Source: an optimization exercise on an open RTL-to-GDS flow (aim: small area and a short achievable clock period). Production flows keep margins and buffers that such runs may drop. No functional check of the RTL was part of this run. Power is estimated from default activity; no workload was simulated.

==> config.mk <==
export PLATFORM = sky130hd
export DESIGN_NAME = dll_retry_monitor
export DESIGN_NICKNAME = dll_retry_monitor
export VERILOG_FILES = /design/flow/design.v
export SDC_FILE = /design/flow/constraint.sdc
export NUM_CORES = 4
export LEC_CHECK = 0
export CAP_MARGIN = 20
export CORE_MARGIN = 2
export CORE_UTILIZATION = 50
export SETUP_SLACK_MARGIN = 4.5
export SLEW_MARGIN = 20
==> constraint.sdc <==
create_clock -name core_clock -period 8.0 [get_ports {sclk}]
set_input_delay 1.6000 -clock core_clock [delete_from_list [all_inputs] [get_ports {sclk}]]
set_output_delay 1.6000 -clock core_clock [all_outputs]
set_load 0.01 [all_outputs]
==> run.sh <==
#!/bin/bash
# synth_recipe.tcl (not shown) runs the flow's synth.tcl, then flattens the netlist and writes it again
# the make line also repeats each setting of config.mk as NAME=value (left out here)
make -C /OpenROAD-flow-scripts/flow DESIGN_CONFIG=/design/flow/config.mk WORK_HOME=/design/flow/orfs CLKGATE_MAP_FILE= SYNTH_SCRIPT=/design/flow/synth_recipe.tcl finish
==> design.v <==
module dll_retry_monitor #(
  parameter int DEPTH          = 16,
  parameter int REPLAY_TIMEOUT = 1024
) (
  input  logic                 sclk,
  input  logic                 srst,
  input  logic [1:0]           dlcm_state_i,
  input  logic                 tl2dll_valid_i,
  input  logic [255:0]         tl2dll_data_i,
  output logic                 tl2dll_ready_o,
  input  logic [15:0]          acknak_seq_num_i,
  input  logic [1:0]           acknak_seq_en_i,
  output logic                 tlp_valid_o,
  output logic [255:0]         tlp_data_o,
  output logic [11:0]          tlp_seq_o,
  input  logic                 arb_ready_i,
  output logic                 replay_rollover_o,
  output logic [$clog2(DEPTH):0] buf_count_o
);
  localparam int AW = $clog2(DEPTH);
  localparam int PW = AW + 1;
  localparam int TW = $clog2(REPLAY_TIMEOUT);
  function automatic logic lt_f(input logic [PW-1:0] x, input logic [PW-1:0] y);
    logic r;
    r = 1'b0;
    for (int i = 0; i < PW; i++) begin
      r = (~x[i] & y[i]) | (~(x[i] ^ y[i]) & r);
    end
    lt_f = r;
  endfunction
  function automatic logic [11:0] inc12_f(input logic [11:0] x);
    logic [11:0] r;
    for (int i = 0; i < 12; i++) begin
      r[i] = x[i] ^ ((i == 0) ? 1'b1 : &(x | ~((12'd1 << i) - 12'd1)));
    end
    inc12_f = r;
  endfunction
  logic [255:0]  mem [DEPTH];
  logic [255:0]  dout, dout_nx, rd;
  logic          rep, rep_nx;           
  logic [11:0]   ackd, ackd_nx;
  logic [6:0]    ahp1, ahp1_nx;         
  logic [PW-1:0] sm1, sm1_nx;           
  logic [PW-1:0] rm1, rm1_nx;           
  logic [PW-1:0] tm1, tm1_nx;           
  logic [PW-1:0] count, count_nx;       
  logic [TW-1:0] timer, timer_nx;
  logic [1:0]    rnum, rnum_nx, rbase;
  logic          roll, roll_nx;
  logic          rdy, rdy_nx;           
  logic          vld, vld_nx;           
  logic [11:0]   tseq, tseq_nx;
  logic          dl_active, ready, valid, acc, hs;
  logic [11:0]   seq_in;
  logic [PW-1:0] v, a, sm1p1, sadv, xw;
  logic          ack_ev, nak_ev, bor, hi_ok, le_w, in_w, le_s, in_s;
  logic          wrap_r, wrap_s, purge, nak_ok, pass, rstart, rsel;
  logic          eq_x, eq_a, counting, tmo, byp;
  logic [AW-1:0] sidx_nx;
  logic [DEPTH-1:0] oh;
  logic          unused_hi;
  assign unused_hi = ^acknak_seq_num_i[15:12];
  assign dl_active = dlcm_state_i == 2'd3;
  assign ready     = ~srst & dl_active & rdy;
  assign valid     = ~srst & dl_active & vld;
  assign acc       = ready & tl2dll_valid_i;
  assign hs        = valid & arb_ready_i;
  assign seq_in = acknak_seq_num_i[11:0];
  assign ack_ev = acknak_seq_en_i == 2'b01;
  assign nak_ev = acknak_seq_en_i == 2'b10;
  assign v = seq_in[PW-1:0];
  assign a = ackd[PW-1:0];              
  assign bor    = lt_f(v, a);
  assign hi_ok  = bor ? (seq_in[11:5] == ahp1) : (seq_in[11:5] == ackd[11:5]);
  assign wrap_r = lt_f(rm1, a);
  assign wrap_s = lt_f(sm1, a);
  assign le_w   = rep ? ~lt_f(rm1, v) : ~lt_f(sm1, v);
  assign in_w   = hi_ok & ((rep ? wrap_r : wrap_s) ? (~bor | le_w) : (~bor & le_w));
  assign eq_a   = v == a;
  assign purge  = (ack_ev | nak_ev) & in_w & ~eq_a;
  assign nak_ok = nak_ev & in_w;
  assign le_s = ~lt_f(sm1, v);
  assign in_s = wrap_s ? (~bor | le_s) : (~bor & le_s);
  assign pass = rep & purge & ~in_s;
  assign sm1p1 = sm1 + PW'(1);
  assign sadv  = hs ? sm1p1 : sm1;
  assign xw     = rep ? rm1 : sadv;
  assign eq_x   = v == xw;
  assign counting = ~rep & (sm1 != a);
  assign tmo      = counting & (&timer);
  assign rstart = (nak_ok & ~eq_x) | (tmo & ~purge);
  assign rsel   = rstart | pass;
  always_comb begin
    sm1_nx   = rsel ? (purge ? v : a) : sadv;
    rm1_nx   = (rstart & ~rep) ? sadv : rm1;
    if (rep) begin
      rep_nx = rstart | ~(pass ? (v == rm1) : (sadv == rm1));
    end else begin
      rep_nx = rstart;
    end
    tm1_nx   = tm1 + PW'(acc);
    count_nx = purge ? tm1_nx - v : count + PW'(acc);
    ackd_nx  = purge ? seq_in : ackd;
    ahp1_nx  = purge ? seq_in[11:5] + 7'd1 : ahp1;
    timer_nx = timer;
    if (rstart | purge) begin
      timer_nx = '0;
    end else if (counting) begin
      timer_nx = timer + TW'(1);
    end
    rbase    = purge ? 2'd0 : rnum;
    rnum_nx  = rstart ? rbase + 2'd1 : rbase;
    roll_nx  = rstart & (rbase == 2'd3);
    rdy_nx   = ~count_nx[PW-1] & ~rep_nx;
    vld_nx   = sm1_nx != tm1_nx;
    tseq_nx  = rsel ? (purge ? inc12_f(seq_in) : ackd + 12'd1)
                    : (hs ? tseq + 12'd1 : tseq);
  end
  assign sidx_nx = rsel ? (purge ? v[AW-1:0] + AW'(1) : a[AW-1:0] + AW'(1))
                        : sadv[AW-1:0] + AW'(1);
  assign oh  = DEPTH'(1) << sidx_nx;
  assign byp = acc & (rsel ? (purge ? v[AW-1:0] == tm1[AW-1:0]
                                    : a[AW-1:0] == tm1[AW-1:0])
                           : sadv[AW-1:0] == tm1[AW-1:0]);
  always_comb begin
    rd = '0;
    for (int k = 0; k < DEPTH; k++) begin
      rd = rd | ({256{oh[k]}} & mem[k]);
    end
    dout_nx = byp ? tl2dll_data_i : rd;
  end
  always_ff @(posedge sclk) begin
    if (srst) begin
      rep   <= 1'b0;
      ackd  <= 12'hFFF;
      ahp1  <= 7'd0;
      sm1   <= '1;
      rm1   <= '1;
      tm1   <= '1;
      count <= '0;
      timer <= '0;
      rnum  <= '0;
      roll  <= 1'b0;
      rdy   <= 1'b1;
      vld   <= 1'b0;
      tseq  <= '0;
    end else begin
      rep   <= rep_nx;
      ackd  <= ackd_nx;
      ahp1  <= ahp1_nx;
      sm1   <= sm1_nx;
      rm1   <= rm1_nx;
      tm1   <= tm1_nx;
      count <= count_nx;
      timer <= timer_nx;
      rnum  <= rnum_nx;
      roll  <= roll_nx;
      rdy   <= rdy_nx;
      vld   <= vld_nx;
      tseq  <= tseq_nx;
    end
  end
  always_ff @(posedge sclk) begin
    dout <= dout_nx;
    if (acc) begin
      mem[tm1[AW-1:0] + AW'(1)] <= tl2dll_data_i;
    end
  end
  assign tl2dll_ready_o    = ready;
  assign tlp_valid_o       = valid;
  assign tlp_data_o        = dout;
  assign tlp_seq_o         = tseq;
  assign replay_rollover_o = roll & ~srst;
  assign buf_count_o       = srst ? '0 : count;
endmodule
==> summary.md <==
| Metric | Value |
|---|---|
| Status | `finished clean` |
| Clock Sinks | `roughly 4400` |
| Initial DRC Count | `roughly 16000` |
| Std-Cell Rows | `about 210` |
| Worst setup EP type | `register` |
| Post-synthesis simple-gate area fraction | `0.0461` |
| Power Density | `234 nW/µm²` |
| EDFF count, synth | `between 4000 and 5000` |
| Drt wl/cell | `35.5 µm` |
| Post-synthesis sequential area ratio | `0.792` |
| DP Cell Count | `approximately 15000` |
| Largest net degree at the start of global routing | `between 100 and 150` |
| Adder-cell share of the synthesized area | `0.00326` |
| Vias in the first global route | `between 100k and 150k` |
| Total of max-cap violations | `0` |
| Post-synth top area cell | `edfxtp_1` |
| Most used DFF post-synth | `edfxtp_1` |
| First-pass GRT wire length | `about 800000 µm` |
| Synth warnings | `1` |
| Critical R2R Launch | `ackd[4]$_SDFFE_PP1N_` |
| Min-delay src | `ahp1[4]$_SDFFE_PP0N_` |
| CTS Hold Bufs | `0` |
| GP Congestion | `0.842` |
| Post-Syn Instances | `9746` |
| Slew headroom | `0.258` |
| Final Critical Period | `between 6000 and 7000 ps` |
| Power Total | `roughly 50 mW` |
| Share of layout cells above drive strength 1 | `0.282` |
| P&R area growth vs syn | `32.0%` |
| Non-Filler Instances | `16386` |
| Largest family of logic cells by synthesized area | `compound AO/OA/AOI/OAI gates` |
| 1st-pass router iterations | `7` |
| Setup CP Type | `in2reg` |
| Commonest non-fill, non-tap cell in the layout | `edfxtp_1` |
| Hold EP | `ahp1[4]$_SDFFE_PP0N_` |
| HP Class | `reg2reg` |
| Max frequency | `167 MHz` |
| Remaining Overflow, GRT | `0` |
| #FFs+latches synth | `roughly 4400` |
| Period utilization | `0.750` |
| Clk buf depth | `4` |
| Clock latency (worst-skew pair) | `between 1000 and 1500 ps` |
| Antenna-violating nets left | `0` |
| CP startpoint kind | `primary input` |
| Via density | `~6.5` |
| Final Hold Viols | `0` |
| Crit path DAT | `6870 ps` |
| Total CTS buffers | `approximately 440` |
| Core Area | `325000 µm²` |
| IO Port Bufs | `~550` |
| DR vias | `between 100k and 150k` |
| Ys async rst share | `0` |
| Lkg Pwr | `between 70 and 80 nW` |
| Drt total wl | `between 500000 and 600000 µm` |
| Clk pin slew, worst setup/hold paths | `roughly 60 ps` |
| Synth top area cells | `edfxtp_1 75%, a22oi_1 4.3%, dfxtp_1 4.0%, mux2i_1 1.9%, nand2_1 1.7%` |
| Die Y | `approximately 580 µm` |
| Sequential cell area | `130000 µm²` |
| Post-DP HPWL | `roughly 280000 µm` |
| I/O pin cnt | `roughly 560` |
| Netlist cell types | `between 80 and 90` |
| Fillers | `approximately 22000` |
| Most frequent cells in the layout | `4096 x edfxtp_1, 711 x a22oi_1, 697 x nand2_1` |
| Clock Skew | `60.4 ps` |
| Mapped Nets | `10068` |
| DIE WIDTH | `approximately 580 µm` |
| Multi-input gate area | `between 30000 and 40000 µm²` |
| Die ar. | `332000 µm²` |
| Total GRT Usage | `0.334` |
| Endpoints failing setup | `0` |
| Mapped cell area | `about 160000 µm²` |
| Initial Util | `0.503` |
| Reg-to-reg slack, setup | `around 2100 ps` |
| Final Max Tran Viols | `0` |
| Multiplexer share of the synthesized area | `0.0292` |
| Synth Area in XOR/XNOR | `0.00375` |
| Critical path fanouts, max | `5` |
| Maximum VDD drop | `between 0.15 and 0.2 mV` |
| Initial antenna violation count | `approximately 120` |
| CTS tree | `built` |
| FF-to-FF End | `dout[177]$_DFF_P_` |
| Post-synthesis area per instance | `about 17 µm²` |
| Drt drc | `0` |
| Worst Reg2Reg Path Length in Cells | `24` |
| Compound-Gate Fraction of Synth Area | `0.109` |
| RSZ-0062 raised after global routing | `yes` |
| Crit path required time | `slightly below 9000 ps` |
| Worst-margin pin slew | `~1100 ps` |
| Hold Path Stages | `2` |
| Max H-tree Level | `5` |
| Worst hold slack | `500 ps` |
| Final #Nets | `between 10000 and 15000` |
| Yosys top cell area share | `0.752` |
| Clock Tree Root | `clkbuf_16` |
==> how the worst max path moves through the flow <==
stage,end,from,slack [ps],depth (start not counted)
final,dout[177]$_DFF_P_,acknak_seq_num_i[0],2000,26
after global routing,dout[177]$_DFF_P_,acknak_seq_num_i[3],1960,26
after global placement,dout[176]$_DFF_P_,acknak_seq_num_i[4],-310,17
after floorplan,mem[1][0]$_DFFE_PP_,srst,-1230,6
after detailed placement,dout[112]$_DFF_P_,acknak_seq_num_i[4],-130,18
after CTS,dout[112]$_DFF_P_,acknak_seq_num_i[3],2300,22
==> state kept, by name, indices dropped and copies added, names as in the netlist <==
| register | flops |
|---|---|
| ackd | 12 |
| ahp1 | 7 |
| rnum | 2 |
| dout | 256 |
| vld | 1 |
| mem | 4096 |
| tm1 | 5 |
| sm1 | 5 |
| rm1 | 5 |
| rdy | 1 |
| tseq | 12 |
| timer | 10 |
| count | 5 |
| roll | 1 |
| rep | 1 |
==> power by group <==
part           switching (mW)  leakage, nW  total, mW  internal (mW)
sequential              0.223         39.5       25.7           25.5
clock                    8.88         7.26       21.1           12.3
combinational            2.03         27.2       3.61           1.58
==> cell type report <==
class | instances | share of cell area
clock buffers | 594 | 0.0568
inverters | 32 | 0.000621
repair buffers | 2016 | 0.125
diodes | 51 | 0.000592
well taps | 4325 | 0.0251
clock inverters | 243 | 0.0118
flip-flops and latches | 4419 | 0.601
multi-input cells | 4706 | 0.180
==> cell usage after synthesis, types with 9 or more instances <==
cell	count
edfxtp_1	4096
a22oi_1	942
nand2_1	755
a21oi_1	403
nor2_1	364
clkbuf_1	332
dfxtp_1	323
mux2i_1	317
buf_2	186
a22o_1	176
o21ai_0	170
mux2_2	141
o22ai_1	141
nand4_1	121
nand3_1	117
a2111oi_0	101
nor4_1	89
a221oi_1	84
nor3_1	73
o22a_1	65
buf_1	61
o211ai_1	58
o221ai_1	56
and3_1	51
o2bb2ai_1	48
xnor2_1	44
a221o_1	42
ha_1	41
inv_1	31
a211oi_1	26
xor2_1	26
a222oi_1	24
o2111ai_1	18
a2bb2oi_1	17
a211o_1	16
a31oi_1	15
and2_1	15
nand2b_1	13
a21o_1	9
or3_1	9
==> metrics by stage <==
stage               setup slack [ps]   util  TNS [ps]  instance area (µm²)
floorplan                      -1230      -  -1216670               164000
global placement                -306  0.548      -691               178000
detailed placement              -126  0.548      -513               178000
CTS                             2300  0.642         0               208000
global route                    1960  0.664         0               216000
finish                          2000  0.664         0               216000
==> routing by layer <==
metal,GRT usage,routed length [µm],up-vias
met5,0,523,-
met4,0.138,29300,82
met3,0.0787,72200,1369
met1,0.461,215000,54875
li1,-,-,43355
met2,0.513,265000,7264
==> worst max-delay path: stages <==
cell and delay (ps):
buf_2 120, inv_2 60, ha_1 180, a21o_1 190, a221o_2 440, buf_6 170, mux2_4 210, o22ai_4 70
or4_4 590, or4_4 620, a21o_4 270, o2111ai_4 250, buf_12 190, buf_6 120, buf_12 100, nor4_4 50
buf_6 140, buf_12 130, buf_12 140, buf_6 120, buf_6 120, a22oi_1 220, nand3_1 160, a2111oi_4 340
buf_4 170, nor2_1 40
==> logic make-up after synthesis <==
logic type | Yosys count
xor gates and xnor gates | 70
and+or+nand+nor | 1661
buffers and inverters | 627
muxes | 459
AOI/OAI and AO/OA | 2468
DFF | 4419
adders and majority gates | 42
==> repair_timing <==
action / CTS / global route
resized for setup: 1756 / 775
buffers inserted: 528 / 263
endpoints found under the setup margin: 4179 / 562
endpoints found under the hold margin: 0 / 0
pin swaps: 698 / 561
cloned: 150 / 38

[afterwards: timing with drivers on the ports]
Ports are ideal in the flow. The routed layout listed here was re-timed in OpenROAD.
Step 1 sets driving cells, clkbuf_16 on the clock port and buf_2 on the other inputs (assumed; they add their load-dependent delay and slew).
Step 2 times the ports against the registers' clock, not the clock port: input delays grow and output delays shrink by t, the midpoint of the rising clock arrivals with the driver on.
Three values: ideal, step 1, step 2; two values: the first two.
t (ns): 1.090
slack for setup (ns): 1.997 / 2.065 / 0.975
worst hold slack (ns): 0.500 / 0.500 / 0.500
worst setup path at the end: input to register
cell pins on the clock port's net: 1
After both steps this run still meets setup and hold. The setup slack of this run moves by +0.068 ns with the drivers and by -1.022 ns with both steps.
